This is an optimization exercise on Yosys and OpenROAD, whose aim is small area, not a production implementation. The RTL was checked by simulation tests, not by an equivalence proof against the original design. The flow treats the clock pin as an ideal source, which a real chip does not have. No activity file was given, so power comes from the tool's default toggle rates.

<file path="design.v">
module decode (
    input  logic        clk,
    input  logic        rstn,
    input  logic        inst_valid,
    input  logic [31:0] inst,
    input  logic [31:0] inst_pc,
    output logic        inst_ready,
    output logic        exec_enable,
    input  logic        exec_done,
    output logic [5:0]  exec_command,
    output logic [5:0]  alu_command,
    output logic [15:0] offset,
    output logic [31:0] pc,
    output logic [31:0] addr,
    output logic [31:0] rs,
    output logic [31:0] rt,
    output logic [4:0]  sh,
    output logic [4:0]  rd,
    output logic [4:0]  rs_no,
    output logic [4:0]  rt_no,
    output logic        fmode1,
    output logic        fmode2,
    input  logic        wb_en,
    input  logic        wb_fp,
    input  logic [4:0]  wb_rd,
    input  logic [31:0] wb_data
);
    localparam logic [1:0] S_IDLE   = 2'd0;
    localparam logic [1:0] S_DECODE = 2'd1;
    localparam logic [1:0] S_ISSUE  = 2'd2;
    localparam logic [1:0] S_WAIT   = 2'd3;
    localparam int C_R    = 0;    
    localparam int C_F    = 1;    
    localparam int C_ADDI = 2;    
    localparam int C_LOGI = 3;    
    localparam int C_J    = 4;    
    localparam int C_BR   = 5;    
    localparam int C_LD   = 6;    
    localparam int C_SW   = 7;    
    localparam int C_SF   = 8;    
    localparam int C_IO   = 9;    
    function automatic logic [9:0] classify(input logic [5:0] op);
        logic [9:0] c;
        c[C_R]    = (op == 6'b000000);
        c[C_F]    = (op == 6'b010001);
        c[C_ADDI] = (op == 6'b001000);
        c[C_LOGI] = (op == 6'b001100) || (op == 6'b001101) || (op == 6'b001110);
        c[C_J]    = (op == 6'b000010) || (op == 6'b000011);
        c[C_BR]   = (op == 6'b000100) || (op == 6'b000101) || (op == 6'b110010);
        c[C_LD]   = (op == 6'b100011) || (op == 6'b110001);
        c[C_SW]   = (op == 6'b101011);
        c[C_SF]   = (op == 6'b111001);
        c[C_IO]   = (op == 6'b111111);
        classify = c;
    endfunction
    logic [1:0]  state_q;
    logic        clr_q;           
    logic [31:0] inst_q;          
    logic [31:0] ipc_q;           
    logic [31:0] opb_q;           
    wire dec = (state_q == S_DECODE);
    logic [31:0] rf_d [64];        
    wire  [5:0]  wb_idx = {wb_fp, wb_rd};
    logic [63:0] rf_we, rf_keep;
    always_comb begin
        for (int i = 0; i < 64; i++) begin
            rf_we[i]   = wb_en && (wb_idx == 6'(i)) && (i != 0);
            rf_keep[i] = !rf_we[i] && !clr_q;
        end
    end
    assign rf_d[0] = '0;
    for (genvar i = 1; i < 64; i++) begin : g_row
        decode_rf_row u_row (
            .clk (clk), .keep(rf_keep[i]), .we(rf_we[i]), .wd(wb_data), .d(rf_d[i])
        );
    end
    always_ff @(posedge clk or negedge rstn) begin
        if (!rstn) clr_q <= 1'b1;
        else       clr_q <= 1'b0;
    end
    wire       in_fb = (inst[31:26] == 6'b010001) || (inst[31:26] == 6'b111001);
    wire [5:0] idx_b = {in_fb, inst[20:16]};
    logic [9:0] qc;
    assign     qc    = classify(inst_q[31:26]);
    wire [5:0] idx_a = qc[C_F] ? {1'b1, inst_q[15:11]} : {1'b0, inst_q[25:21]};
    wire [5:0] ridx  = dec ? idx_a : idx_b;
    logic [63:0] rsel;
    always_comb
        for (int i = 0; i < 64; i++) rsel[i] = (ridx == 6'(i)) && (i != 0);
    logic [31:0] rport;
    for (genvar j = 0; j < 32; j++) begin : g_rbit
        logic [63:0] col;
        always_comb
            for (int i = 0; i < 64; i++) col[i] = rf_d[i][j];
        decode_rf_rbit u_rbit (.sel(rsel), .d(col), .y(rport[j]));
    end
    wire [5:0]  qidx_b = {qc[C_F] || qc[C_SF], inst_q[20:16]};
    wire        bhit   = wb_en && (wb_idx == qidx_b) && (qidx_b != 6'd0);
    wire [31:0] opb    = bhit ? wb_data : opb_q;
    wire [31:0] opa    = rport;
    always_ff @(posedge clk) begin
        inst_q <= inst;
        ipc_q  <= inst_pc;
        opb_q  <= rport;
    end
    wire        q_known = qc[C_R] | qc[C_F] | qc[C_ADDI] | qc[C_LOGI] | qc[C_J] | qc[C_BR] |
                          qc[C_LD] | qc[C_SW] | qc[C_SF] | qc[C_IO];
    wire        q_mem   = qc[C_LD] | qc[C_SW] | qc[C_SF];
    wire        q_usea  = qc[C_R] | qc[C_F] | qc[C_ADDI] | qc[C_LOGI] | qc[C_IO];
    wire        q_useb  = qc[C_R] | qc[C_F] | qc[C_SW] | qc[C_SF];
    wire [31:0] simm    = {{16{inst_q[15]}}, inst_q[15:0]};
    logic [16:0] x_c;
    logic [31:0] x_new;
    assign {x_c[16], x_new[15:0]} = {1'b0, opa[15:0]} + {1'b0, inst_q[15:0] & {16{q_mem}}};
    wire x_sg  = inst_q[15] & q_mem;
    wire x_inc = x_c[16] & ~x_sg;
    wire x_dec = x_sg & ~x_c[16];
    logic [16:0] x_all1, x_all0;
    assign x_all1[0] = 1'b1;
    assign x_all0[0] = 1'b1;
    for (genvar k = 0; k < 16; k++) begin : g_xhi
        assign x_all1[k+1]  = x_all1[k] & opa[16+k];
        assign x_all0[k+1]  = x_all0[k] & ~opa[16+k];
        assign x_new[16+k]  = opa[16+k] ^ ((x_inc & x_all1[k]) | (x_dec & x_all0[k]));
    end
    wire        x_load  = q_usea | q_mem;
    logic [31:0] rt_new;
    always_comb begin
        rt_new = '0;
        if (q_useb)  rt_new = opb;
        if (qc[C_ADDI]) rt_new = simm;
        if (qc[C_LOGI]) rt_new = {16'd0, inst_q[15:0]};
    end
    logic        dv_q;            
    logic [5:0]  op_q;            
    logic [20:0] fld_q;           
    logic [4:0]  fhi_q;           
    logic [31:0] pc_q;            
    logic [31:0] x_q;             
    logic [31:0] rt_q;            
    wire hold = !dec;
    always_ff @(posedge clk) begin
        fhi_q <= (fhi_q & {5{hold}}) | (inst_q[25:21] & {5{dec && q_known}});
        x_q   <= (x_q & {32{hold}}) | (x_new & {32{dec && x_load}});
    end
    always_ff @(posedge clk or negedge rstn) begin
        if (!rstn) begin
            state_q <= S_IDLE;
            dv_q    <= 1'b0;
            op_q    <= '0;
            fld_q   <= '0;
            pc_q    <= '0;
            rt_q    <= '0;
        end else begin
            case (state_q)
                S_IDLE:   if (inst_valid) state_q <= S_DECODE;
                S_DECODE: state_q <= S_ISSUE;
                S_ISSUE:  state_q <= S_WAIT;
                default:  if (exec_done) state_q <= S_IDLE;
            endcase
            if (dec) begin
                dv_q  <= 1'b1;
                op_q  <= inst_q[31:26];
                fld_q <= q_known ? inst_q[20:0] : 21'd0;
                pc_q  <= q_known ? ipc_q : 32'd0;
                rt_q  <= rt_new;
            end
        end
    end
    logic [9:0] oc;
    assign oc = classify(op_q);
    wire o_mem = dv_q & (oc[C_LD] | oc[C_SW] | oc[C_SF]);
    wire o_rs  = dv_q & ~(oc[C_LD] | oc[C_SW] | oc[C_SF]);
    wire [31:0] obr = {{14{fld_q[15]}}, fld_q[15:0], 2'b00};
    wire [31:0] oj  = {pc_q[31:28], fhi_q, fld_q[20:0], 2'b00};
    assign exec_command = op_q;
    assign offset       = fld_q[15:0];
    assign rt_no        = fld_q[20:16];
    assign rs_no        = (oc[C_F] ? fld_q[15:11] : 5'd0) | ((dv_q & ~oc[C_F]) ? fhi_q : 5'd0);
    assign alu_command  = (oc[C_R] | oc[C_F] | oc[C_IO]) ? fld_q[5:0] : 6'd0;
    assign sh           = (oc[C_R] | oc[C_IO]) ? fld_q[10:6] : 5'd0;
    assign rd           = ((oc[C_R] | oc[C_IO]) ? fld_q[15:11] : 5'd0) |
                          (oc[C_F] ? fld_q[10:6] : 5'd0) |
                          ((oc[C_ADDI] | oc[C_LOGI] | oc[C_LD]) ? fld_q[20:16] : 5'd0);
    assign fmode1       = oc[C_F];
    assign fmode2       = oc[C_F] | oc[C_SF];
    assign pc           = pc_q;
    assign rs           = o_rs ? x_q : 32'd0;
    assign addr         = (o_mem ? x_q : 32'd0) |
                          (oc[C_J] ? oj : 32'd0) | (oc[C_BR] ? obr : 32'd0);
    assign rt           = rt_q;
    assign inst_ready   = rstn && (state_q == S_IDLE);
    assign exec_enable  = (state_q == S_ISSUE);
endmodule
module decode_rf_row (
    input  logic        clk,
    input  logic        keep,
    input  logic        we,
    input  logic [31:0] wd,
    output logic [31:0] d
);
    logic [31:0] q;
    assign d = (q & {32{keep}}) | (wd & {32{we}});
    always_ff @(posedge clk)
        q <= d;
endmodule
module decode_rf_rbit (
    input  logic [63:0] sel,
    input  logic [63:0] d,
    output logic        y
);
    logic [20:0] n;
    for (genvar g = 0; g < 21; g++) begin : g_grp
        decode_aoi222 u_aoi (.a(d[3*g+1 +: 3]), .b(sel[3*g+1 +: 3]), .y(n[g]));
    end
    assign y = ~&n;
endmodule
module decode_aoi222 (
    input  logic [2:0] a,
    input  logic [2:0] b,
    output logic       y
);
    assign y = ~|(a & b);
endmodule
</file>
<file path="flow/run.sh">
#!/bin/bash
# Standard layout with these changes: the port buffers are the smallest
# buffer (sky130_fd_sc_hd__buf_1); after clock tree synthesis an area
# recovery pass (flow/downsize.tcl) moves non-clock combinational cells to
# smaller drive strengths where no slew/cap/fanout or timing limit is hit;
# the repair in global routing uses wider margins (flow/grt_margins.tcl).
set -euo pipefail
here=$(pwd)
bash standard.sh "BUFFER_PORTS_ARGS=-buffer_cell sky130_fd_sc_hd__buf_1" \
  "POST_CTS_TCL=$here/flow/downsize.tcl" \
  "PRE_GLOBAL_ROUTE_TCL=$here/flow/grt_margins.tcl" finish > standard_flow.log 2>&1
</file>
<file path="flow/downsize.tcl">
# Area recovery: try each combinational cell (not on the clock network) in
# the next smaller drive strength of the same cell family, and keep the
# smaller one only if no max-slew (with 20% margin), max-capacitance or
# max-fanout violation appears and the worst setup slack does not drop
# (by more than 20 ps).
proc ds_smaller {name} {
  if {![regexp {^(sky130_fd_sc_hd__[a-z0-9]+)_([0-9]+)$} $name -> base n]} { return {} }
  set out {}
  foreach m [get_lib_cells ${base}_*] {
    set mn [get_name $m]
    if {[regexp {_([0-9]+)$} $mn -> k] && $k < $n && ![catch {get_property $m dont_use} du] && !$du} { lappend out [list $k $mn] }
  }
  return [lmap x [lsort -integer -index 0 -decreasing $out] {lindex $x 1}]
}
proc ds_area {} {
  set a 0.0
  foreach inst [[ord::get_db_block] getInsts] {
    set m [$inst getMaster]
    if {[$m getType] eq "CORE"} { set a [expr {$a + [$m getWidth] * [$m getHeight]}] }
  }
  return [expr {$a / 1e6}]
}
set ds_before [ds_area]
set_max_transition [expr {0.8 * 1.5}] [current_design]
set ds_slew0 [sta::max_slew_violation_count]
set ds_cap0 [sta::max_capacitance_violation_count]
set ds_fan0 [sta::max_fanout_violation_count]
set ds_wns0 [expr {[sta::worst_slack_cmd max] - 20e-12}]
puts "downsize: start area $ds_before, violations slew $ds_slew0 cap $ds_cap0 fanout $ds_fan0, wns [sta::worst_slack_cmd max]"
set ds_n 0
foreach inst [[ord::get_db_block] getInsts] {
  set m [$inst getMaster]
  if {[$m getType] ne "CORE" || [$inst isDoNotTouch]} continue
  set mname [$m getName]
  if {[regexp {df|dl|clk|tap|fill|conb|diode} $mname]} continue
  set skip 0
  foreach it [$inst getITerms] {
    set n [$it getNet]
    if {$n ne "NULL" && [$n getSigType] eq "CLOCK"} { set skip 1 }
  }
  if {$skip} continue
  set iname [$inst getName]
  set sinst [get_cells $iname]
  foreach c [ds_smaller $mname] {
    replace_cell $sinst $c
    if {[sta::max_slew_violation_count] > $ds_slew0 || [sta::max_capacitance_violation_count] > $ds_cap0 \
        || [sta::max_fanout_violation_count] > $ds_fan0 || [sta::worst_slack_cmd max] < $ds_wns0} {
      replace_cell $sinst $mname
      break
    }
    set mname $c
    incr ds_n
  }
}
set_max_transition 1.5 [current_design]
puts "downsize: $ds_n swaps, area [ds_area] (was $ds_before), wns [sta::worst_slack_cmd max]"
</file>
<file path="flow/grt_margins.tcl">
# Repair design in global routing with wider slew/capacitance margins than
# the earlier stages, to leave room for the difference between global-route
# estimates and the extracted parasitics of the final layout.
set ::env(CAP_MARGIN) 28
set ::env(SLEW_MARGIN) 28
</file>
<file path="standard.sh">
#!/bin/bash
# synth_recipe.tcl (not shown) runs the flow's synth.tcl, then flattens the netlist and writes it again
# the make line also repeats each setting of config.mk as NAME=value (left out here)
make -C /OpenROAD-flow-scripts/flow DESIGN_CONFIG=/design/flow/config.mk WORK_HOME=/design/flow/orfs CLKGATE_MAP_FILE= SYNTH_SCRIPT=/design/flow/synth_recipe.tcl "${@:-finish}"
</file>
<file path="config.mk">
export PLATFORM = sky130hd
export DESIGN_NAME = decode
export DESIGN_NICKNAME = decode
export VERILOG_FILES = /design/flow/design.v
export SDC_FILE = /design/flow/constraint.sdc
export NUM_CORES = 8
export LEC_CHECK = 0
export CAP_MARGIN = 20
export CORE_MARGIN = 2
export CORE_UTILIZATION = 70
export CTS_CLUSTER_DIAMETER = 100
export CTS_CLUSTER_SIZE = 25
export PLACE_DENSITY = 0.75
export SLEW_MARGIN = 20
export SYNTH_HIERARCHICAL = 1
</file>
<file path="constraint.sdc">
create_clock -name core_clock -period 10.0 [get_ports {clk}]
set_input_delay 2.0000 -clock core_clock [delete_from_list [all_inputs] [get_ports {clk}]]
set_output_delay 2.0000 -clock core_clock [all_outputs]
set_load 0.01 [all_outputs]
</file>
==> results of run 1 <==
-- report_power, final --
| group | internal, W | switching (W) | total, W |
|---|---|---|---|
| clock | 0.00181 | 0.00278 | 0.00459 |
| sequential | 0.00916 | 0.000226 | 0.00939 |
| combinational | 0.000395 | 0.00133 | 0.00172 |
| total | 0.0114 | 0.00433 | 0.0157 |
-- stage by stage --
stage | cell area [µm²] | power (W) | util
floorplan | 81600 | 0.0104 | -
global placement | 82700 | 0.0113 | 0.714
detailed placement | 82800 | 0.0113 | 0.714
global route | 84600 | 0.0161 | 0.730
finish | 84600 | 0.0157 | 0.730
-- Yosys stat by module (local to each module, per instance) --
module / times used / cells inside / flip-flops and latches
decode_rf_row: 63 / 70 / 32
decode: 1 / 1236 / 228
decode_rf_rbit: 32 / 9 / 0
decode_aoi222: 672 / 1 / 0
-- registers in the layout, summed over array words and instances, names as in the netlist, 6 cells and up --
signal	cells
x_q	32
fld_q	21
pc_q	32
op_q	6
opb_q	32
inst_q	32
g_row.u_row.q	2016
ipc_q	32
rt_q	32
-- layer usage --
layer	vias up	wire length, µm	global-route usage
met5	-	103	0
met4	16	15800	0.203
met3	759	41200	0.145
met2	5308	118000	0.645
met1	33245	107000	0.617
li1	27796	-	-
-- placed cells by master (no fill, tap or decap), types with 21 or more instances in the layout --
master / n
sky130_fd_sc_hd__dfxtp_1: 2149
sky130_fd_sc_hd__a22o_1: 2036
sky130_fd_sc_hd__a222oi_1: 677
sky130_fd_sc_hd__buf_1: 335
sky130_fd_sc_hd__nor2_1: 227
sky130_fd_sc_hd__nand2_1: 201
sky130_fd_sc_hd__buf_2: 142
sky130_fd_sc_hd__nand4_1: 133
sky130_fd_sc_hd__clkbuf_16: 100
sky130_fd_sc_hd__dfrtp_1: 94
sky130_fd_sc_hd__o2bb2ai_1: 76
sky130_fd_sc_hd__nand3_1: 62
sky130_fd_sc_hd__clkbuf_2: 57
sky130_fd_sc_hd__o21ai_0: 54
sky130_fd_sc_hd__mux2i_1: 36
sky130_fd_sc_hd__and3_1: 33
sky130_fd_sc_hd__and2_0: 30
sky130_fd_sc_hd__nor4_1: 30
sky130_fd_sc_hd__a22oi_1: 30
sky130_fd_sc_hd__inv_1: 29
sky130_fd_sc_hd__clkbuf_4: 22
sky130_fd_sc_hd__ha_1: 21
-- cell usage after synthesis (32+ instances only) --
cell / number
sky130_fd_sc_hd__dfxtp_1: 2149
sky130_fd_sc_hd__o2bb2ai_1: 74
sky130_fd_sc_hd__buf_6: 381
sky130_fd_sc_hd__clkbuf_1: 66
sky130_fd_sc_hd__mux2i_1: 36
sky130_fd_sc_hd__nand3_1: 62
sky130_fd_sc_hd__nor2_1: 255
sky130_fd_sc_hd__nor4_1: 36
sky130_fd_sc_hd__nand4_1: 133
sky130_fd_sc_hd__dfrtp_1: 94
sky130_fd_sc_hd__nand2_1: 200
sky130_fd_sc_hd__o21ai_0: 48
sky130_fd_sc_hd__a22o_1: 1910
sky130_fd_sc_hd__a222oi_1: 677
sky130_fd_sc_hd__a22o_2: 126
sky130_fd_sc_hd__and3_1: 32
-- worst max-delay path: cells and delay by family --
kind                     cells  cell delay, ns
AO/OA/AOI/OAI                8            2.53
XOR/XNOR                     1            0.16
adder cells (fa/ha/maj)      2            0.56
buffers and inverters        4            1.59
AND/OR/NAND/NOR             12            3.29
-- kinds of logic after synthesis --
kind of cell | Yosys count | synth area share
buf+inv | 490 | 0.0577
mux | 41 | 0.00511
other cells | 1 | 0.0000460
simple gates | 807 | 0.0474
flops | 2244 | 0.556
xor+xnor | 33 | 0.00354
fa+ha+maj | 24 | 0.00374
compound gates | 2966 | 0.326
-- path summary, 6_finish.rpt --
check                            to  cells past startpoint  slack (ns)
max in group asynchronous   rt_q[8]                      2        7.51
max reg2reg                 x_q[29]                     28        0.54
max                         x_q[29]                     27        0.44
min reg2reg                pc_q[26]                      2        0.44
min                        pc_q[26]                      2        0.44
min in group asynchronous   pc_q[9]                      1        1.33
-- cell type report --
class                           count  area (µm²)  share of cell area
Clock buffer                      110        2540              0.0300
Clock inverter                      4        35.0            0.000414
Antenna cell                        6        15.0            0.000178
Tap cell                         1524        1910              0.0225
Timing Repair Buffer              594        3060              0.0362
Inverter                           30         113             0.00133
Sequential cell                  2244       45400               0.537
Multi-Input combinational cell   3872       31500               0.372
==> results.txt, run 1 <==
* Number of optimization iterations in the first detailed-route pass at 17
* Async set-or-reset flop fraction in the synthesized netlist at 0.0423
* Detailed-placement wirelength estimate at approximately 180000 µm
* Sinks on the clock net at about 2200
* Reg2Reg Launch Point: state_q[1]
* Row count at ~130
* VDD IR-drop max at 0.225 mV
* Final period utilization at 0.956
* Number of flops mapped to enable cells by yosys at 0
* Number of cells in the finished layout apart from fillers at about 8400
* Maximum fanout along the worst path at 29
* Flip-flop cell with the highest count after synthesis: sky130_fd_sc_hd__dfxtp_1
* Unique masters post-synth at 70
* Result of the run: complete, no violations
* Average instance area after synthesis at between 10 and 15 µm²
* IO Count at 287
* Total negative slack for setup checks at 0 ns
* Top cell type's share of synthesized area at 0.527
* Leakage at ~32 nW
* Cell area power density at 186 nW/µm²
* CP endpoint kind: register
* Minimum clock period after layout at 9.56 ns
* Starting DRT DRC Count at between 10000 and 15000
* Final count of hold timing violations at 0
* Starting Density at 0.704
* Routed wire per std cell at 33.7 µm
* CORE AREA at between 100000 and 150000 µm²
* Antenna violations before repair at 12
* Count of state elements after synthesis at about 2200
* Critical path data arrival time at between 10 and 15 ns
* Global-route usage over all layers at 0.449
* Number of warning messages in the yosys log at 10
* Max-capacitance violation count at 0
* Slew HR at 0.158
* Count of fill cells added during filler insertion at between 8000 and 9000
* Pins over their slew limit at 0
* Post-route DRC violation count at 0
* Largest clock skew in the final design at roughly 0.027 ns
* Part of the Yosys area used for sequential elements at 0.556
* Master of the slowest instance on the critical path: sky130_fd_sc_hd__a222oi_1
* Die Y at 345 µm
* Vias in the first global route at 62302
* Worst EP required at approximately 11 ns
* Number of routed nets with antenna violations at 0
* Die area at 119000 µm²
* Worst-case hold slack at 0.440 ns
* Routability congestion estimate at approximately 1.1
* Largest net degree at the start of global routing at 74
* Final global-route overflow total at 0
* CTS tree: built
* Beginning of the worst hold path: ipc_q[26]
* Clock-pin slew on the worst setup and hold paths at 0.10 ns
* Detail-routed via count per cell at 8.01
* RSZ-0062 raised after global routing: no
* Critical setup path kind: input pin to register
* Synthesized area at around 82000 µm²
* Growth of design area from synthesis to finish at 3.65%
* Horizontal die dimension at around 350 µm
* Worst skew pair latency at 0.75 ns
* Post-Synthesis Cells at ~6600
* Post-Synthesis Net Count at a little under 7000
* Critical Path Start: inst[18]
* Worst setup timing slack at the placement stage at between 0.5 and 0.6 ns
* Routed WL at roughly 280000 µm
* Worst setup slack after layout at ~0.44 ns
* Type of the most critical hold path: register to register
* Most area-consuming cells after synthesis: sky130_fd_sc_hd__dfxtp_1 (53%), sky130_fd_sc_hd__a22o_1 (21%), sky130_fd_sc_hd__a222oi_1 (8.3%), sky130_fd_sc_hd__buf_6 (5.3%), sky130_fd_sc_hd__dfrtp_1 (2.9%)
* Final net count at roughly 7000
* Cell Count Post-Placement at between 8000 and 9000
* Vias post-DR at approximately 67000
* Fmax at about 100 MHz
* Nature of the critical path startpoint: input pin
* Count of input and output buffers at between 200 and 300
* Fraction of final layout cells with drive strength greater than 1 at 0.0595
* Transition at the pin with the smallest max-transition slack at between 1 and 1.5 ns
* Count of final setup violators at 0
* Longest individual stage delay on the worst path at ~0.7 ns
* Leading area contributor after synthesis: sky130_fd_sc_hd__dfxtp_1
* Global-route wire length before repair at roughly 410000 µm
==> inputs of run 2 (changes only) <==
--- a/config.mk
+++ b/config.mk
@@ -9,7 +9,7 @@
 export CORE_MARGIN = 2
 export CORE_UTILIZATION = 70
-export CTS_CLUSTER_DIAMETER = 100
+export CTS_CLUSTER_DIAMETER = 80
 export CTS_CLUSTER_SIZE = 25
-export PLACE_DENSITY = 0.75
+export PLACE_DENSITY = 0.8
 export SLEW_MARGIN = 20
 export SYNTH_HIERARCHICAL = 1
==> run 2 against run 1 <==
Fmax increased by 1.9%. Combinational power is essentially flat. Worst setup slack better by 0.18 ns. Register-to-register slack better by 0.23 ns. Clock skew rose by 0.0058 ns. Power rose by 0.82%. Non-clock buffer count grew 8. Critical path depth decreased by 1. Synthesized cell count stayed put.
==> results.txt, run 2 <==
* Critical path data arrival time at 10.00 ns (-0.16 ns)
* Largest net degree at the start of global routing at 74 (unchanged)
* Final count of hold timing violations at 0 (unchanged)
* Post-layout util at 0.733 (+0.00285)
* Largest clock skew in the final design at 0.0323 ns (+0.00577 ns)
* Routed wire per std cell at 33.9 µm (+0.77%)
* Nature of the critical path startpoint: input pin
* Async set-or-reset flop fraction in the synthesized netlist at 0.0423 (unchanged)
* Unique masters post-synth at 70 (unchanged)
* Sw power at 0.00439 W (+1.3%)
* Part of the Yosys area used for sequential elements at 0.556 (unchanged)
* Count of fill cells added during filler insertion at 8358 (-0.80%)
* Result of the run: complete, no violations
* Final period utilization at 0.938 (-0.0181)
* Starting DRT DRC Count at 15426 (+7.6%)
* Cell area power density at 186 nW/µm² (+0.42%)
* Minimum clock period after layout at 9.38 ns (-0.181 ns)
* RSZ-0062 raised after global routing: no
* Fmax at 107 MHz (+1.9%)
* Detailed-placement wirelength estimate at 181000 µm (+0.47%)
* Top-count cell post-synth: sky130_fd_sc_hd__dfxtp_1
* Count of state elements after synthesis at 2244 (unchanged)
* Commonest non-fill, non-tap cell in the layout: sky130_fd_sc_hd__dfxtp_1
* Largest reg by FF count: g_row.u_row.q
* CP endpoint kind: register
* Leakage at 32.0 nW (+0.30%)
* Share of power burned in the clock network at 0.296 (+0.004)
* Count of final setup violators at 0 (unchanged)
* Total negative slack for setup checks at 0 ns (unchanged)
* Global-route wire length before repair at 415000 µm (+0.11%)
* Critical setup path kind: input pin to register
* Slew HR at 0.156 (-0.00201)
* Row count at 125 (unchanged)
* Register area at 45400 µm² (unchanged)
* Average instance area after synthesis at 12.4 µm² (unchanged)
* Number of flops mapped to enable cells by yosys at 0 (unchanged)
* Maximum fanout along the worst path at 32 (+10%)
* Wire length on met2 at 119000 µm (+0.63%)
* Starting Density at 0.704 (unchanged)
* Type of the most critical hold path: register to register
* Die Y at 345 µm (unchanged)
* Vias in the first global route at 62422 (+0.19%)
* WL met3 at 42900 µm (+4.2%)
* Worst EP required at 10.62 ns (+0.02 ns)
* Number of flip-flops in the largest register at 2016 (unchanged)
* Horizontal die dimension at 345 µm (unchanged)
* Routed WL at 285000 µm (+0.99%)
* Top library cells by usage in the layout, fill and taps aside: sky130_fd_sc_hd__dfxtp_1 (2149), sky130_fd_sc_hd__a22o_1 (2036), sky130_fd_sc_hd__a222oi_1 (677), sky130_fd_sc_hd__buf_1 (349), sky130_fd_sc_hd__nor2_1 (211)
* Leading area contributor after synthesis: sky130_fd_sc_hd__dfxtp_1
* Vias post-DR at 67834 (+1.1%)
* IO Count at 287 (unchanged)
* CTS tree: built
* Number of warning messages in the yosys log at 10 (unchanged)
* Global-route usage over all layers at 0.452 (+0.00290)
* Pint at 0.0114 W (+0.62%)
* Count of input and output buffers at 286 (unchanged)
* Sum of routed wire segments on met1 at 105000 µm (-1.6%)
* Switching fraction of total power at 0.277 (+0.00142)
* Post-Synthesis Net Count at 6736 (unchanged)
* Fraction of final layout cells with drive strength greater than 1 at 0.0620 (+0.00249)
* Die area at 119000 µm² (unchanged)
* Number of routed nets with antenna violations at 0 (unchanged)
* Most common library cells after synthesis: sky130_fd_sc_hd__dfxtp_1 (2149), sky130_fd_sc_hd__a22o_1 (1910), sky130_fd_sc_hd__a222oi_1 (677)
* CORE AREA at 116000 µm² (unchanged)
* Worst skew pair latency at 0.75 ns (about the same)
* VDD IR-drop max at 0.218 mV (-3.0%)
* Top cell type's share of synthesized area at 0.527 (unchanged)
* Detail-routed via count per cell at 8.07 (+0.84%)
* Routability congestion estimate at 1.07 (+1.7%)
* Most area-consuming cells after synthesis: sky130_fd_sc_hd__dfxtp_1 (53%), sky130_fd_sc_hd__a22o_1 (21%), sky130_fd_sc_hd__a222oi_1 (8.3%), sky130_fd_sc_hd__buf_6 (5.3%), sky130_fd_sc_hd__dfrtp_1 (2.9%)
* Transition at the pin with the smallest max-transition slack at 1.25 ns (+0.00298 ns)
* Multi-input gate area in the final layout at 31600 µm² (+0.18%)
* Pins over their slew limit at 0 (unchanged)
* Growth of design area from synthesis to finish at 4.05%
* Final net count at 6980 (+0.13%)
* Post-Synthesis Cells at 6606 (unchanged)
* DR top layer: met5
* Max-capacitance violation count at 0 (unchanged)
* Antenna violations before repair at 15 (+3)
* Final global-route overflow total at 0 (unchanged)
* Part of the power in registers at 0.594 (-0.004)
* Clock-pin slew on the worst setup and hold paths at 0.11 ns (about the same)
* Proportion of power drawn by combinational gates at 0.111 (about the same)
* Synthesized area at 81600 µm² (unchanged)
* Flip-flop cell with the highest count after synthesis: sky130_fd_sc_hd__dfxtp_1
* Number of optimization iterations in the first detailed-route pass at 14 (-3)
* Sinks on the clock net at 2244 (unchanged)
* Post-route DRC violation count at 0 (unchanged)
## run 2: cell counts after synthesis
Identical to the previous run, type by type.
## run 2: cell type report
| class | count | area share |
|---|---|---|
| Sequential cell | 2244 | 0.535 |
| Multi-Input combinational cell | 3872 | 0.372 |
| Timing Repair Buffer | 602 | 0.0376 |
| Clock buffer | 114 | 0.0308 |
| Tap cell | 1524 | 0.0225 |
| Inverter | 30 | 0.00133 |
| Clock inverter | 7 | 0.00106 |
| Antenna cell | 9 | 0.000265 |
## run 2: final timing paths
path | start | to | slack [ns] | cells after the start
max reg2reg | inst_q[30] | x_q[29] | 0.77 | 26
max | wb_rd[2] | x_q[29] | 0.62 | 26
min | ipc_q[18] | pc_q[18] | 0.43 | 2
max in group asynchronous | rstn | rt_q[17] | 7.53 | 2
min reg2reg | ipc_q[18] | pc_q[18] | 0.43 | 2
min in group asynchronous | rstn | pc_q[18] | 1.31 | 1
## run 2: cell families after synthesis
kind of cell	after synthesis	synth area share
AND/OR/NAND/NOR	807	0.0474
adder cells (fa/ha/maj)	24	0.00374
AO/OA/AOI/OAI	2966	0.326
other	1	0.0000460
multiplexers	41	0.00511
flip-flops	2244	0.556
buffers and inverters	490	0.0577
XOR/XNOR	33	0.00354
## run 2: critical path, cell delays in order
cell	delay, ns
sky130_fd_sc_hd__buf_1	0.51
sky130_fd_sc_hd__nor2b_1	0.34
sky130_fd_sc_hd__nand2_1	0.32
sky130_fd_sc_hd__nor2_1	0.29
sky130_fd_sc_hd__nor2_1	0.08
sky130_fd_sc_hd__buf_2	0.37
sky130_fd_sc_hd__a22o_1	0.33
sky130_fd_sc_hd__a222oi_1	0.72
sky130_fd_sc_hd__nand4_1	0.65
sky130_fd_sc_hd__nor4_1	0.84
sky130_fd_sc_hd__buf_1	0.17
sky130_fd_sc_hd__nand2_1	0.07
sky130_fd_sc_hd__ha_1	0.25
sky130_fd_sc_hd__a21oi_1	0.25
sky130_fd_sc_hd__o211ai_1	0.19
sky130_fd_sc_hd__or3_1	0.33
sky130_fd_sc_hd__o221ai_1	0.24
sky130_fd_sc_hd__and2_0	0.22
sky130_fd_sc_hd__o21a_1	0.18
sky130_fd_sc_hd__ha_1	0.18
sky130_fd_sc_hd__or4b_1	0.51
sky130_fd_sc_hd__nor4_2	0.33
sky130_fd_sc_hd__nand2_1	0.12
sky130_fd_sc_hd__o31ai_1	0.25
sky130_fd_sc_hd__xnor2_1	0.16
sky130_fd_sc_hd__o2bb2ai_1	0.08
## run 2: stage by stage
stage / cell area [µm²] / std cells / total power (W) / setup slack (ns) / hold WS (ns)
floorplan: 81600 / 6606 / 0.0104 / 2.40 / 0.419
global placement: 82700 / 8240 / 0.0113 / 0.427 / 0.420
global route: 84900 / 8394 / 0.0162 / 0.491 / 0.451
detailed placement: 82700 / 8240 / 0.0113 / 0.376 / 0.427
finish: 84900 / 8402 / 0.0158 / 0.619 / 0.428
## run 2: power groups by stage
stage / sequential [W] / combinational (W) / clock (W)
2_1_floorplan: 0.00955 / 0.000891 / 0
3_3_place_gp: 0.00958 / 0.00168 / 0
3_5_place_dp: 0.00958 / 0.00171 / 0
5_1_grt: 0.00941 / 0.00179 / 0.00497
6_report: 0.00940 / 0.00175 / 0.00468
## run 2: modules after synthesis (local to each module, per instance)
| module | cell area [µm²] | flops+latches | cells inside |
|---|---|---|---|
| decode_rf_rbit | 47.5 | 0 | 9 |
| decode | 10900 | 228 | 1236 |
| decode_rf_row | 991 | 32 | 70 |
| decode_aoi222 | 10.0 | 0 | 1 |
## run 2: routing by layer
layer	vias up	track usage
li1	27828	-
met1	33418	0.617
met2	5658	0.644
met3	916	0.141
met4	14	0.235
met5	-	0
==> inputs of run 3 (changes only) <==
==> flow/grt_margins.tcl (replaced) <==
# Repair design in global routing with wider slew/capacitance margins than
# the earlier stages, to leave room for the difference between global-route
# estimates and the extracted parasitics of the final layout.
set ::env(CAP_MARGIN) 24
set ::env(SLEW_MARGIN) 24
--- a/config.mk
+++ b/config.mk
@@ -11,5 +11,5 @@
 export CTS_CLUSTER_DIAMETER = 80
 export CTS_CLUSTER_SIZE = 25
-export PLACE_DENSITY = 0.8
+export PLACE_DENSITY = 0.75
 export SLEW_MARGIN = 20
 export SYNTH_HIERARCHICAL = 1
==> run 3 against run 2 <==
Still clean. Combinational power decreased by 2%. Design area decreased by 0.41%. Non-clock buffer count decreased by 15. Critical path depth increased by 1. Hold slack improved by 0.013 ns. Clock power increased by 1%.
==> results.txt, run 3 <==
* Top library cells by usage in the layout, fill and taps aside: sky130_fd_sc_hd__dfxtp_1 (2149), sky130_fd_sc_hd__a22o_1 (2036), sky130_fd_sc_hd__a222oi_1 (677), sky130_fd_sc_hd__buf_1 (349), sky130_fd_sc_hd__nor2_1 (230)
* RSZ-0062 raised after global routing: no
* Routed wire per std cell at 33.7 µm (-0.66%)
* CORE AREA at 116000 µm² (unchanged)
* Most common library cells after synthesis: sky130_fd_sc_hd__dfxtp_1 (2149), sky130_fd_sc_hd__a22o_1 (1910), sky130_fd_sc_hd__a222oi_1 (677)
* Commonest non-fill, non-tap cell in the layout: sky130_fd_sc_hd__dfxtp_1
* CP endpoint kind: register
* Die area at 119000 µm² (unchanged)
* CTS tree: built
* Transition at the pin with the smallest max-transition slack at 1.26 ns (+0.00265 ns)
* Antenna violations before repair at 9 (-6)
* WL met3 at 40800 µm (-4.8%)
* Fraction of final layout cells with drive strength greater than 1 at 0.0575 (-0.00456)
* Global-route wire length before repair at 415000 µm (about the same)
* Critical setup path kind: input pin to register
* Flip-flop cell with the highest count after synthesis: sky130_fd_sc_hd__dfxtp_1
* Vias post-DR at 66900 (-1.4%)
* Global-route usage over all layers at 0.450 (-0.00213)
* Final global-route overflow total at 0 (unchanged)
* Die Y at 345 µm (unchanged)
* Top cell type's share of synthesized area at 0.527 (unchanged)
* Unique masters post-synth at 70 (unchanged)
* Worst setup slack after layout at 0.374 ns (-0.245 ns)
* Result of the run: complete, no violations
* Detail-routed via count per cell at 7.98 (-1.2%)
* Count of final setup violators at 0 (unchanged)
* Number of flops mapped to enable cells by yosys at 0 (unchanged)
* Worst skew pair latency at 0.75 ns (about the same)
* Cell area power density at 188 nW/µm² (+0.60%)
* Clock-pin slew on the worst setup and hold paths at 0.11 ns (about the same)
* Part of the Yosys area used for sequential elements at 0.556 (unchanged)
* Top-count cell post-synth: sky130_fd_sc_hd__dfxtp_1
* Worst-case hold slack at 0.442 ns (+0.0134 ns)
* DR top layer: met5
* CP Capture Point: x_q[29]
* Async set-or-reset flop fraction in the synthesized netlist at 0.0423 (unchanged)
* Horizontal die dimension at 345 µm (unchanged)
* Critical path data arrival time at 10.26 ns (+0.26 ns)
* IO Count at 287 (unchanged)
* Final net count at 6965 (-0.21%)
* Post-Synthesis Cells at 6606 (unchanged)
* Number of flip-flops in the largest register at 2016 (unchanged)
* Type of the most critical hold path: register to register
* Maximum fanout along the worst path at 29 (-9.4%)
* Growth of design area from synthesis to finish at 3.62%
* Post-Synthesis Net Count at 6736 (unchanged)
* Largest clock skew in the final design at 0.0259 ns (-0.00642 ns)
* Leading area contributor after synthesis: sky130_fd_sc_hd__dfxtp_1
* Routability congestion estimate at 1.06 (-1.6%)
* VDD IR-drop max at 0.204 mV (-6.4%)
* Worst EP required at 10.63 ns (about the same)
* Worst setup timing slack at the placement stage at 0.509 ns (+0.133 ns)
* Largest net degree at the start of global routing at 74 (unchanged)
* Count of state elements after synthesis at 2244 (unchanged)
* Routed WL at 283000 µm (-0.86%)
* Fmax at 104 MHz (-2.5%)
* Largest reg by FF count: g_row.u_row.q
* Starting Density at 0.704 (unchanged)
* Sum of routed wire segments on met1 at 107000 µm (+2.1%)
* Worst R2R End: x_q[29]
* Sinks on the clock net at 2244 (unchanged)
* Critical Path Start: wb_rd[0]
* Reg2Reg Launch Point: inst_q[27]
* Total negative slack for setup checks at 0 ns (unchanged)
* Starting DRT DRC Count at 14337 (-7.1%)
* Average instance area after synthesis at 12.4 µm² (unchanged)
* Count of input and output buffers at 286 (unchanged)
* Slew HR at 0.155 (-0.00178)
* Beginning of the worst hold path: ipc_q[15]
* Nature of the critical path startpoint: input pin
* Row count at 125 (unchanged)
* Vias in the first global route at 62288 (-0.21%)
* Number of warning messages in the yosys log at 10 (unchanged)
* Synthesized area at 81600 µm² (unchanged)
* Register-to-register setup slack at 0.47 ns (-0.30 ns)
* Pins over their slew limit at 0 (unchanged)
* Final period utilization at 0.963 (+0.0245)
* Post-route DRC violation count at 0 (unchanged)
* Wire length on met2 at 119000 µm (-0.38%)
* Reg2reg path depth at 27 (+3.8%)
* Post-layout util at 0.730 (-0.00302)
* Detailed-placement wirelength estimate at 180000 µm (-0.46%)
* Most area-consuming cells after synthesis: sky130_fd_sc_hd__dfxtp_1 (53%), sky130_fd_sc_hd__a22o_1 (21%), sky130_fd_sc_hd__a222oi_1 (8.3%), sky130_fd_sc_hd__buf_6 (5.3%), sky130_fd_sc_hd__dfrtp_1 (2.9%)
* Leakage at 31.9 nW (-0.36%)
* Final count of hold timing violations at 0 (unchanged)
* Max-capacitance violation count at 0 (unchanged)
* Number of routed nets with antenna violations at 0 (unchanged)
* Minimum clock period after layout at 9.63 ns (+0.245 ns)
* Number of optimization iterations in the first detailed-route pass at 14 (unchanged)
[run 3: how the worst min path moves through the flow]
| stage | to | cells after the start |
|---|---|---|
| after floorplan | pc_q[0] | 2 |
| after global placement | pc_q[4] | 2 |
| after detailed placement | pc_q[15] | 2 |
| after global routing | pc_q[7] | 2 |
| final | pc_q[15] | 2 |
[run 3: area by class of cell]
| class | instances | area, µm² |
|---|---|---|
| clock inverters | 9 | 136 |
| well taps | 1524 | 1910 |
| fillers | 8431 | 31300 |
| multi-input cells | 3872 | 31500 |
| diodes | 4 | 10.0 |
| repair buffers | 587 | 2890 |
| flip-flops and latches | 2244 | 45400 |
| clock buffers | 115 | 2620 |
| inverters | 30 | 113 |
[run 3: routing by layer]
layer  track usage  vias to the layer above
met4         0.205                        8
li1              -                    27786
met3         0.148                      744
met5             0                        -
met1         0.617                    33145
met2         0.645                     5217
[run 3: per-stage QoR]
stage          cells  power (W)  cell area (µm²)
2_1_floorplan   6606     0.0104            81600
3_3_place_gp    8237     0.0113            82700
3_5_place_dp    8238     0.0113            82800
5_1_grt         8383     0.0162            84500
6_report        8385     0.0159            84600
[run 3: worst max-delay path, stage by stage]
cell and delay [ns]:
sky130_fd_sc_hd__buf_1 0.51, sky130_fd_sc_hd__nor2b_1 0.35, sky130_fd_sc_hd__nand3_1 0.11, sky130_fd_sc_hd__buf_1 0.23, sky130_fd_sc_hd__nor2_1 0.30, sky130_fd_sc_hd__nor2_1 0.18
sky130_fd_sc_hd__clkbuf_2 0.53, sky130_fd_sc_hd__a22o_1 0.38, sky130_fd_sc_hd__a222oi_1 0.60, sky130_fd_sc_hd__nand4_1 0.47, sky130_fd_sc_hd__nor4_2 0.59, sky130_fd_sc_hd__buf_1 0.25
sky130_fd_sc_hd__nand2_1 0.10, sky130_fd_sc_hd__ha_1 0.26, sky130_fd_sc_hd__a21oi_1 0.27, sky130_fd_sc_hd__o211ai_1 0.20, sky130_fd_sc_hd__or3_1 0.33, sky130_fd_sc_hd__o221ai_1 0.24
sky130_fd_sc_hd__and2_0 0.22, sky130_fd_sc_hd__o21a_1 0.17, sky130_fd_sc_hd__ha_1 0.16, sky130_fd_sc_hd__or4b_1 0.57, sky130_fd_sc_hd__nor4_2 0.53, sky130_fd_sc_hd__nand2_1 0.15
sky130_fd_sc_hd__o31ai_1 0.27, sky130_fd_sc_hd__xnor2_1 0.16, sky130_fd_sc_hd__o2bb2ai_1 0.07
[run 3: cells by family after synthesis]
logic type / synth area share
AO/OA/AOI/OAI: 0.326
flip-flops: 0.556
AND/OR/NAND/NOR: 0.0474
buffers and inverters: 0.0577
multiplexers: 0.00511
XOR/XNOR: 0.00354
adder cells (fa/ha/maj): 0.00374
other: 0.0000460
[run 3: Yosys stat by module (local to each module, per instance)]
module          cell area (µm²)  flip-flops and latches  times used  cells
decode                    10900                     228           1   1236
decode_rf_row               991                      32          63     70
decode_rf_rbit             47.5                       0          32      9
decode_aoi222              10.0                       0         672      1
[run 3: power by group]
part	internal (W)	switching, W
registers	0.00916	0.000225
logic	0.000390	0.00132
clock network	0.00193	0.00283
==> inputs of run 4 (changes only) <==
--- a/flow/downsize.tcl
+++ b/flow/downsize.tcl
@@ -1,8 +1,24 @@
 # Area recovery: try each combinational cell (not on the clock network) in
-# the next smaller drive strength of the same cell family, and keep the
+# the next smaller drive strength of the same cell family (a buffer in any
+# smaller plain buffer), and keep the
 # smaller one only if no max-slew (with 20% margin), max-capacitance or
 # max-fanout violation appears and the worst setup slack does not drop
 # (by more than 20 ps).
+set ds_bufs {sky130_fd_sc_hd__buf_1 sky130_fd_sc_hd__buf_2 sky130_fd_sc_hd__buf_4 sky130_fd_sc_hd__buf_6 sky130_fd_sc_hd__buf_8}
+proc ds_cell_area {name} {
+  set m [[ord::get_db] findMaster $name]
+  return [expr {[$m getWidth] * [$m getHeight]}]
+}
 proc ds_smaller {name} {
+  # Buffers may also become a smaller plain buffer of another family.
+  if {[regexp {^sky130_fd_sc_hd__(buf|clkbuf|clkdlybuf4s[0-9]+|dlygate4sd[0-9]|dlymetal6s[0-9]s)_[0-9]+$} $name]} {
+    set a [ds_cell_area $name]
+    set out {}
+    foreach b $::ds_bufs {
+      set ba [ds_cell_area $b]
+      if {$ba < $a} { lappend out [list $ba $b] }
+    }
+    return [lmap x [lsort -real -index 0 -decreasing $out] {lindex $x 1}]
+  }
   if {![regexp {^(sky130_fd_sc_hd__[a-z0-9]+)_([0-9]+)$} $name -> base n]} { return {} }
   set out {}
@@ -33,5 +49,5 @@
   if {[$m getType] ne "CORE" || [$inst isDoNotTouch]} continue
   set mname [$m getName]
-  if {[regexp {df|dl|clk|tap|fill|conb|diode} $mname]} continue
+  if {[regexp {__(df|edf|sdf|sedf|dlx|dlr|dlclkp|sdlclkp|tap|fill|conb|diode)} $mname]} continue
   set skip 0
   foreach it [$inst getITerms] {
==> flow/grt_margins.tcl (replaced) <==
# Repair design in global routing with wider slew/capacitance margins than
# the earlier stages, to leave room for the difference between global-route
# estimates and the extracted parasitics of the final layout.
set ::env(CAP_MARGIN) 28
set ::env(SLEW_MARGIN) 28
==> run 4 against run 3 <==
The flow now stops in 4_1_cts. Synthesized cell count stayed put. Area after synthesis stayed put.
==> results.txt, run 4 <==
* Result of the run: aborted with a tool error
* Fail Step: 4_1_cts
* Stop err: Error: cts.tcl, 90 can't read "::ds_bufs": no such variable
* Sinks on the clock net at 2244 (unchanged)
* Number of warning messages in the yosys log at 10 (unchanged)
* IO Count at 287 (unchanged)
* Count of state elements after synthesis at 2244 (unchanged)
* Top cell type's share of synthesized area at 0.527 (unchanged)
* Die Y at 345 µm (unchanged)
* Unique masters post-synth at 70 (unchanged)
* Most common library cells after synthesis: sky130_fd_sc_hd__dfxtp_1 (2149), sky130_fd_sc_hd__a22o_1 (1910), sky130_fd_sc_hd__a222oi_1 (677)
* Most area-consuming cells after synthesis: sky130_fd_sc_hd__dfxtp_1 (53%), sky130_fd_sc_hd__a22o_1 (21%), sky130_fd_sc_hd__a222oi_1 (8.3%), sky130_fd_sc_hd__buf_6 (5.3%), sky130_fd_sc_hd__dfrtp_1 (2.9%)
* Flip-flop cell with the highest count after synthesis: sky130_fd_sc_hd__dfxtp_1
* Detailed-placement wirelength estimate at 180000 µm (unchanged)
* Post-Synthesis Cells at 6606 (unchanged)
* Horizontal die dimension at 345 µm (unchanged)
* Row count at 125 (unchanged)
* Routability congestion estimate at 1.06 (unchanged)
* Count of input and output buffers at 286 (unchanged)
* Top-count cell post-synth: sky130_fd_sc_hd__dfxtp_1
* Leading area contributor after synthesis: sky130_fd_sc_hd__dfxtp_1
* Async set-or-reset flop fraction in the synthesized netlist at 0.0423 (unchanged)
* Starting Density at 0.704 (unchanged)
* Part of the Yosys area used for sequential elements at 0.556 (unchanged)
* Post-Synthesis Net Count at 6736 (unchanged)
* Synthesized area at 81600 µm² (unchanged)
* Number of flops mapped to enable cells by yosys at 0 (unchanged)
* Average instance area after synthesis at 12.4 µm² (unchanged)
[run 4: cell counts after synthesis]
Identical to the previous run, type by type.
[run 4: through the flow]
step,instance area [µm²],worst slack [ns],total power (W),std cells,util
2_1_floorplan,81600,2.40,0.0104,6606,-
3_3_place_gp,82700,0.516,0.0113,8237,0.714
3_5_place_dp,82800,0.509,0.0113,8238,0.714
[run 4: worst max-delay path by stage]
| stage | cells after the start | end | slack, ns | startpoint |
|---|---|---|---|---|
| after global placement | 27 | x_q[31] | 0.52 | wb_rd[0] |
| after floorplan | 28 | x_q[31] | 2.40 | wb_rd[0] |
| after detailed placement | 27 | x_q[31] | 0.51 | wb_rd[0] |
[run 4: cell families after synthesis]
| kind of cell | synth area share |
|---|---|
| mux | 0.00511 |
| buf+inv | 0.0577 |
| simple gates | 0.0474 |
| other cells | 0.0000460 |
| flops | 0.556 |
| compound gates | 0.326 |
| fa+ha+maj | 0.00374 |
| xor+xnor | 0.00354 |
[run 4: power by group through the flow]
stage	registers, W	clock network (W)	logic (W)
detailed placement	0.00958	0	0.00171
global placement	0.00957	0	0.00168
floorplan	0.00955	0	0.000891
[run 4: Yosys stat by module (local to each module, per instance)]
module	flops+latches	cells	cell area (µm²)	copies in the design
decode_aoi222	0	1	10.0	672
decode	228	1236	10900	1
decode_rf_row	32	70	991	63
decode_rf_rbit	0	9	47.5	32
==> inputs of run 5 (changes only) <==
--- a/flow/downsize.tcl
+++ b/flow/downsize.tcl
@@ -5,5 +5,5 @@
 # max-fanout violation appears and the worst setup slack does not drop
 # (by more than 20 ps).
-set ds_bufs {sky130_fd_sc_hd__buf_1 sky130_fd_sc_hd__buf_2 sky130_fd_sc_hd__buf_4 sky130_fd_sc_hd__buf_6 sky130_fd_sc_hd__buf_8}
+set ::ds_bufs {sky130_fd_sc_hd__buf_1 sky130_fd_sc_hd__buf_2 sky130_fd_sc_hd__buf_4 sky130_fd_sc_hd__buf_6 sky130_fd_sc_hd__buf_8}
 proc ds_cell_area {name} {
   set m [[ord::get_db] findMaster $name]
==> run 5 against run 4 <==
Area after synthesis unchanged. Synthesized cell count did not move. Now clean on timing, DRC and antenna.
==> results.txt, run 5 <==
* Result of the run: complete, no violations
* Number of flops mapped to enable cells by yosys at 0 (unchanged)
* Gate family responsible for the most delay along the worst path: simple AND/OR/NAND/NOR gates
* Fmax at 104 MHz
* Starting DRT DRC Count at between 10000 and 15000
* Most area-consuming cells after synthesis: sky130_fd_sc_hd__dfxtp_1 (53%), sky130_fd_sc_hd__a22o_1 (21%), sky130_fd_sc_hd__a222oi_1 (8.3%), sky130_fd_sc_hd__buf_6 (5.3%), sky130_fd_sc_hd__dfrtp_1 (2.9%)
* Leakage at roughly 32 nW
* Leading area contributor after synthesis: sky130_fd_sc_hd__dfxtp_1
* IO Count at 287 (unchanged)
* Total power after layout at 0.0159 W
* RSZ-0062 raised after global routing: no
* Sinks on the clock net at 2244 (unchanged)
* Row count at 125 (unchanged)
* Critical path data arrival time at a little over 10 ns
* Critical setup path kind: input pin to register
* Number of warning messages in the yosys log at 10 (unchanged)
* Maximum fanout along the worst path at 22
* Detailed-placement wirelength estimate at 180000 µm (unchanged)
* Master of the slowest instance on the critical path: sky130_fd_sc_hd__buf_1
* Count of final setup violators at 0
* Routed WL at 282000 µm
* Buffer and inverter count on the worst path at 3
* Top library cells by usage in the layout, fill and taps aside: sky130_fd_sc_hd__dfxtp_1 (2149), sky130_fd_sc_hd__a22o_1 (2036), sky130_fd_sc_hd__a222oi_1 (677), sky130_fd_sc_hd__buf_1 (333), sky130_fd_sc_hd__nor2_1 (227)
* Post-Synthesis Cells at 6606 (unchanged)
* Total negative slack for setup checks at 0 ns
* Growth of design area from synthesis to finish at 3.89%
* Unique masters post-synth at 70 (unchanged)
* CP endpoint kind: register
* Cell area power density at 187 nW/µm²
* Routability congestion estimate at 1.06 (unchanged)
* Async set-or-reset flop fraction in the synthesized netlist at 0.0423 (unchanged)
* Type of the most critical hold path: register to register
* Count of input and output buffers at 286 (unchanged)
* Fraction of final layout cells with drive strength greater than 1 at 0.0612
* Top-count cell post-synth: sky130_fd_sc_hd__dfxtp_1
* Number of optimization iterations in the first detailed-route pass at 14
* Largest net degree at the start of global routing at between 70 and 80
* Global-route wire length before repair at just over 400000 µm
* Count of state elements after synthesis at 2244 (unchanged)
* Final global-route overflow total at 0
* Final net count at about 7000
* Transition at the pin with the smallest max-transition slack at roughly 1.3 ns
* Antenna violations before repair at 11
* Multi-input gate area in the final layout at roughly 32000 µm²
* Minimum clock period after layout at just under 10 ns
* Post-Synthesis Net Count at 6736 (unchanged)
* Nature of the critical path startpoint: input pin
* Final period utilization at 0.960
* Vias in the first global route at roughly 62000
* Clock-pin slew on the worst setup and hold paths at 0.11 ns
* Post-route DRC violation count at 0
* CORE AREA at around 120000 µm²
* Part of the Yosys area used for sequential elements at 0.556 (unchanged)
* Die area at 119000 µm²
* Number of flip-flops in the largest register at a little over 2000
* Max-capacitance violation count at 0
* Routed wire per std cell at between 30 and 40 µm
* Pins over their slew limit at 0
* Detail-routed via count per cell at roughly 8
* CTS tree: built
* Number of cells in the finished layout apart from fillers at 8394
* Average instance area after synthesis at 12.4 µm² (unchanged)
* Vias post-DR at ~67000
* Top cell type's share of synthesized area at 0.527 (unchanged)
* Flip-flop cell with the highest count after synthesis: sky130_fd_sc_hd__dfxtp_1
* Post-layout util at 0.731
* Largest clock skew in the final design at approximately 0.027 ns
* VDD IR-drop max at 0.202 mV
* Count of fill cells added during filler insertion at around 8400
* Longest individual stage delay on the worst path at ~0.86 ns
* Global-route usage over all layers at 0.450
* Slew HR at 0.132
* Die Y at 345 µm (unchanged)
* Worst EP required at between 10 and 15 ns
* Commonest non-fill, non-tap cell in the layout: sky130_fd_sc_hd__dfxtp_1
* Starting Density at 0.704 (unchanged)
* Final count of hold timing violations at 0
* Worst skew pair latency at 0.76 ns
* Number of routed nets with antenna violations at 0
* Most common library cells after synthesis: sky130_fd_sc_hd__dfxtp_1 (2149), sky130_fd_sc_hd__a22o_1 (1910), sky130_fd_sc_hd__a222oi_1 (677)
* Synthesized area at 81600 µm² (unchanged)
* Register area at around 45000 µm²
* Cell Count Post-Placement at 8238 (unchanged)
* Horizontal die dimension at 345 µm (unchanged)
* Largest reg by FF count: g_row.u_row.q
* Most used cell, CP: sky130_fd_sc_hd__nand2_1
-- run 5: cell families (layout without fill, tap and decap cells) --
kind of cell    Yosys count  in the layout  synth area share
buf+inv                 490            749            0.0577
flops                  2244           2244             0.556
mux                      41             41           0.00511
xor+xnor                 33             33           0.00354
other cells               1              6         0.0000460
compound gates         2966           2966             0.326
fa+ha+maj                24             24           0.00374
simple gates            807            807            0.0474
-- run 5: modules after synthesis, one instance, submodules excluded --
module | cells | cell area [µm²] | copies in the design
decode | 1236 | 10900 | 1
decode_aoi222 | 1 | 10.0 | 672
decode_rf_rbit | 9 | 47.5 | 32
decode_rf_row | 70 | 991 | 63
-- run 5: path summary, 6_finish.rpt --
check	start	end	slack, ns	cells past startpoint
min reg2reg	ipc_q[20]	pc_q[20]	0.44	2
max in group asynchronous	rstn	rt_q[6]	7.60	2
min	ipc_q[20]	pc_q[20]	0.44	2
min in group asynchronous	rstn	pc_q[16]	1.26	1
max	inst[29]	x_q[29]	0.40	27
max reg2reg	state_q[1]	x_q[29]	0.61	28
-- run 5: routing by layer --
layer / vias to the layer above / part of all wire / track usage
met5: - / 0.00031 / 0
met4: 12 / 0.055 / 0.205
met3: 734 / 0.15 / 0.148
met2: 5139 / 0.42 / 0.645
met1: 33400 / 0.38 / 0.617
li1: 27807 / - / -
-- run 5: tightest hold or removal path: stages, from the launching register on --
cell and delay (ns):
sky130_fd_sc_hd__dfxtp_1 0.31, sky130_fd_sc_hd__nand2_1 0.06, sky130_fd_sc_hd__o2bb2ai_1 0.06
-- run 5: cell type report --
cell class                      count  area share
Tap cell                         1524      0.0225
Antenna cell                        5    0.000148
Clock buffer                      115      0.0309
Sequential cell                  2244       0.536
Timing Repair Buffer              595      0.0362
Clock inverter                      9     0.00161
Inverter                           30     0.00133
Multi-Input combinational cell   3872       0.372
-- run 5: where the power goes --
group / total [W] / internal [W] / switching [W] / leakage, nW
registers: 0.00939 / 0.00916 / 0.000224 / 18.6
logic: 0.00172 / 0.000394 / 0.00133 / 12.0
clock network: 0.00475 / 0.00193 / 0.00282 / 1.35
total: 0.0159 / 0.0115 / 0.00437 / 32.0
-- run 5: stage by stage --
stage,cell area [µm²],hold slack (ns),worst slack [ns]
2_1_floorplan,81600,0.419,2.40
3_3_place_gp,82700,0.420,0.516
3_5_place_dp,82800,0.429,0.509
5_1_grt,84800,0.462,0.198
6_report,84800,0.440,0.395

-- re-timing with driven ports --
No port has a modelled driver above. Below, the same layouts with a new extraction and two added sets of constraints. Step 1, drivers: a clkbuf_16 drives clk and a buf_2 each remaining input, both assumed. Step 2, shift: input delay + t, output delay - t, t = (earliest + latest rising clock arrival at the registers) / 2. This alone moves slack from input paths to output paths. Three values: no drivers, after step 1, after step 2; two values: the first two.
run | t, ns | setup slack, ns | worst register clock-pin slew, ns
run 1 | 0.817 | 0.439 / 0.454 / -0.363 | 0.11 / 0.11
run 2 | 0.826 | 0.619 / 0.682 / -0.144 | 0.11 / 0.11
run 3 | 0.828 | 0.374 / 0.406 / -0.422 | 0.11 / 0.11
run 5 | 0.827 | 0.395 / 0.455 / -0.372 | 0.11 / 0.11
With both steps, setup timing fails in every run listed, where it was met with ideal ports. The setup slack of run 1, which loses most, moves by +0.015 ns with the drivers and by -0.802 ns with both steps.
